This is an optimization exercise on Yosys and OpenROAD, whose aim is small area and a short achievable clock period, not a production implementation.
In this exercise RTL edits were held to simulation tests only and were not proved equivalent to the original.
Power figures rest on the tool's default switching activity, not on a simulated workload.

==> amber <==
## mul32
module mul32 (
   input  logic        clk,
   input  logic        rst,
   input  logic        is_signed,
   input  logic [31:0] src,
   input  logic [31:0] sink,
   output logic [63:0] dest
);
   logic [31:0] r_a;
   logic        r_a_s;
   logic [15:0] r_neg, r_one, r_two;
   logic [15:0] r_negn;
   logic [15:0] e_neg, e_one, e_two;
   logic [32:0] e_b;
   assign e_b = {sink, 1'b0};
   always_comb begin
      for (int i = 0; i < 16; i++) begin
         e_neg[i] = e_b[2*i+2] & ~(e_b[2*i+1] & e_b[2*i]);
         e_one[i] = e_b[2*i+1] ^ e_b[2*i];
         e_two[i] = (e_b[2*i+2] & ~e_b[2*i+1] & ~e_b[2*i]) | (~e_b[2*i+2] & e_b[2*i+1] & e_b[2*i]);
      end
   end
   logic        r_b16;
   logic        r_k1, r_k2, r_k3;
   logic [305:0] r2_cs;
   logic [124:0] r3_cs;
   logic [63:0] w_x, w_y, w_sum;
   logic [63:0] r_dest;
   logic x0_0;
   logic x0_1;
   logic x0_2;
   logic x0_3;
   logic x0_4;
   logic x0_5;
   logic x0_6;
   logic x0_7;
   logic x0_8;
   logic x0_9;
   logic x0_10;
   logic x0_11;
   logic x0_12;
   logic x0_13;
   logic x0_14;
   logic x0_15;
   logic x0_16;
   logic x0_17;
   logic x0_18;
   logic x0_19;
   logic x0_20;
   logic x0_21;
   logic x0_22;
   logic x0_23;
   logic x0_24;
   logic x0_25;
   logic x0_26;
   logic x0_27;
   logic x0_28;
   logic x0_29;
   logic x0_30;
   logic x0_31;
   logic x0_32;
   logic pp0_0;
   logic pp0_1;
   logic pp0_2;
   logic pp0_3;
   logic pp0_4;
   logic pp0_5;
   logic pp0_6;
   logic pp0_7;
   logic pp0_8;
   logic pp0_9;
   logic pp0_10;
   logic pp0_11;
   logic pp0_12;
   logic pp0_13;
   logic pp0_14;
   logic pp0_15;
   logic pp0_16;
   logic pp0_17;
   logic pp0_18;
   logic pp0_19;
  ...
Settings: LEC_CHECK=0, CAP_MARGIN=20, CORE_MARGIN=2, CORE_UTILIZATION=40, CTS_CLUSTER_DIAMETER=100, CTS_CLUSTER_SIZE=25, SETUP_SLACK_MARGIN=4.12, SLEW_MARGIN=20, SYNTH_HIERARCHICAL=1, SYNTH_MINIMUM_KEEP_SIZE=0; clock period 6.5 ns.
run.sh (not shown) runs the stock make flow with config.mk's settings and CLKGATE_MAP_FILE= SYNTH_SCRIPT=/design/flow/synth_recipe.tcl, a recipe that flattens the netlist after the stock synthesis.
==> inputs of juniper, as changes to amber <==
CTS_CLUSTER_DIAMETER = not set   (was 100)
CTS_CLUSTER_SIZE = not set   (was 25)
SETUP_SLACK_MARGIN = 4.2   (was 4.12)
==> inputs of zinc, as changes to amber <==
CORE_UTILIZATION = 55   (was 40)
CTS_CLUSTER_DIAMETER = not set   (was 100)
CTS_CLUSTER_SIZE = not set   (was 25)
PLACE_DENSITY = 0.65   (was not set)
SETUP_SLACK_MARGIN = 4.05   (was 4.12)
==> notes <==
- amber finished clean. zinc produced a clean layout. juniper completed without violations.
- Global-route usage: amber < juniper < zinc.
- The highest sequential share of layout area belongs to amber, the lowest to juniper.
- The lowest final area belongs to amber, the highest to juniper.
- Against zinc, the clock skew of amber is lower by 6.8 ps.
- The highest first-iteration DRC count belongs to zinc, the lowest to amber.
- The lowest worst hold slack belongs to zinc, the highest to amber.

---

==> inputs of 08-06 <==
mul32 again, from the RTL that the note above started with.
make LEC_CHECK=0 CAP_MARGIN=5 CORE_MARGIN=2 CORE_UTILIZATION=40 CTS_CLUSTER_DIAMETER=100 CTS_CLUSTER_SIZE=25 SETUP_SLACK_MARGIN=4.05 SLEW_MARGIN=5 SYNTH_HIERARCHICAL=1 SYNTH_MINIMUM_KEEP_SIZE=0 finish   # period 6.5 ns
==> 02-09: changes against 08-06 <==
Settings changed: CAP_MARGIN 5 to 20, CTS_CLUSTER_DIAMETER 100 to not set, CTS_CLUSTER_SIZE 25 to not set, SLEW_MARGIN 5 to 20.
==> 01-05: changes against 08-06 <==
Settings changed: CAP_MARGIN 5 to 20, CTS_CLUSTER_SIZE 25 to 30, SLEW_MARGIN 5 to 20.
==> 08-13: changes against 08-06 <==
Settings changed: CAP_MARGIN 5 to 20, SLEW_MARGIN 5 to 20.
==> run summary <==
Met3 usage: 08-13 0.0504; 02-09 0.0642; 01-05 0.0557; 08-06 0.0504
Final Util: 08-13 0.453; 02-09 0.472; 01-05 0.455; 08-06 0.453
Clock share of power: 08-13 0.110; 02-09 0.192; 01-05 0.109; 08-06 0.110
Clk pin slew, worst setup/hold paths: 08-13 0.10 ns; 02-09 0.06 ns; 01-05 0.11 ns; 08-06 0.10 ns
Endpoint type of the worst setup path: 08-13 primary output; 02-09 flop; 01-05 flop; 08-06 primary output
Global-route wire length before repair: 08-13 158 mm; 02-09 159 mm; 01-05 157 mm; 08-06 158 mm
Source-to-sink clock delay at the later pin of the worst-skew pair: 08-13 0.64 ns; 02-09 0.63 ns; 01-05 0.64 ns; 08-06 0.64 ns
Count of clock-net buffers in the final layout: 08-13 31; 02-09 92; 01-05 30; 08-06 31
Outcome: 08-13 complete, no violations; 02-09 complete, no violations; 01-05 complete, no violations; 08-06 complete, no violations
Critical path depth in cells: 08-13 1; 02-09 5; 01-05 5; 08-06 1
Top Metal Used: 08-13 met5; 02-09 met4; 01-05 met4; 08-06 met5
Cell mode on critical path: 08-13 -; 02-09 fa_1; 01-05 fa_1; 08-06 -
Internal: 08-13 11.1 mW; 02-09 13.0 mW; 01-05 11.2 mW; 08-06 11.1 mW
Resized Gates After CTS: 08-13 356; 02-09 338; 01-05 356; 08-06 356
Number of setup buffers added after CTS: 08-13 1; 02-09 2; 01-05 2; 08-06 1

---

==> inputs of run K <==
Starting RTL as in the previous note.
Settings: LEC_CHECK=0, CAP_MARGIN=20, CORE_MARGIN=2, CORE_UTILIZATION=40, CTS_CLUSTER_DIAMETER=60, CTS_CLUSTER_SIZE=30, SETUP_SLACK_MARGIN=4.05, SLEW_MARGIN=20, SYNTH_HIERARCHICAL=1, SYNTH_MINIMUM_KEEP_SIZE=0; clock period 6.5 ns.
==> run Z (differences from run K) <==
CTS_CLUSTER_DIAMETER = 130   (was 60)
CTS_CLUSTER_SIZE = 32   (was 30)
==> run summary <==
- After filler insertion, the fill cell instance count of the layout stands at 8157.
- The post-detailed-route via-to-cell ratio is 5.456.
- The post-route cell area is 39660 um^2.
- The slack of the critical path is between 4 and 5 ns.
- The run finished with no timing, DRC or antenna violations.
- The period utilization is 37.21%.
- In this run the worst setup path begins at r_dest[31].
- Total power for the finished layout comes to between 15000 and 20000 uW.
- The routed design uses 10180 um of met3 wire.
- The detailed router used layers up to and including met4.
the above is filed under run Z

==> run summary <==
- The run finished with no timing, DRC or antenna violations.
- In the routed layout, each cell is associated on average with a via count of 5.487.
- The count of filler cells inserted in the layout is 8044.
- In the post-route analysis, the smallest setup slack over all paths is just over 4 ns.
- The finished cells cover around 40000 um^2.
the above is filed under run K

afterwards: timing with drivers on the ports:
How much do the figures lean on ideal ports? The routed layouts below were timed once more, with nothing changed but the port constraints.
Step 1: set_driving_cell puts a clkbuf_16 on clk and a buf_2 on each other input, an assumption about the parent block.
Step 2 adds t to the input delays and takes it off the output delays; t is the mean of the earliest and latest rising clock arrival at the registers after step 1. Input paths then give back, and output paths get back, about the clock's delay inside the block.
a / b / c = ideal ports / drivers / drivers and shift; a / b = the first two.
run | shift t [ns] | setup WS [ns] | latest minus earliest clock arrival (ns) | worst register clock-pin slew, ns
amber | 0.688 | 4.067 / 4.003 / 3.674 | 0.030 / 0.031 | 0.10 / 0.10
juniper | 0.679 | 4.099 / 4.038 / 3.814 | 0.037 / 0.037 | 0.07 / 0.07
zinc | 0.659 | 4.011 / 4.011 / 3.643 | 0.038 / 0.039 | 0.07 / 0.07
08-06 | 0.687 | 4.065 / 4.003 / 3.679 | 0.032 / 0.032 | 0.10 / 0.10
02-09 | 0.681 | 4.080 / 4.023 / 3.667 | 0.034 / 0.033 | 0.07 / 0.07
01-05 | 0.684 | 4.070 / 4.017 / 3.685 | 0.032 / 0.031 | 0.12 / 0.12
08-13 | 0.687 | 4.065 / 4.003 / 3.679 | 0.032 / 0.032 | 0.10 / 0.10
run K | 0.682 | 4.077 / 4.024 / 3.678 | 0.046 / 0.046 | 0.10 / 0.10
run Z | 0.662 | 4.081 / 4.017 / 3.680 | 0.025 / 0.024 | 0.12 / 0.12
After both steps setup and hold are still met in every run listed. For 02-09, which loses most, drivers alone change the setup slack by -0.057 ns; drivers and shift together by -0.413 ns.
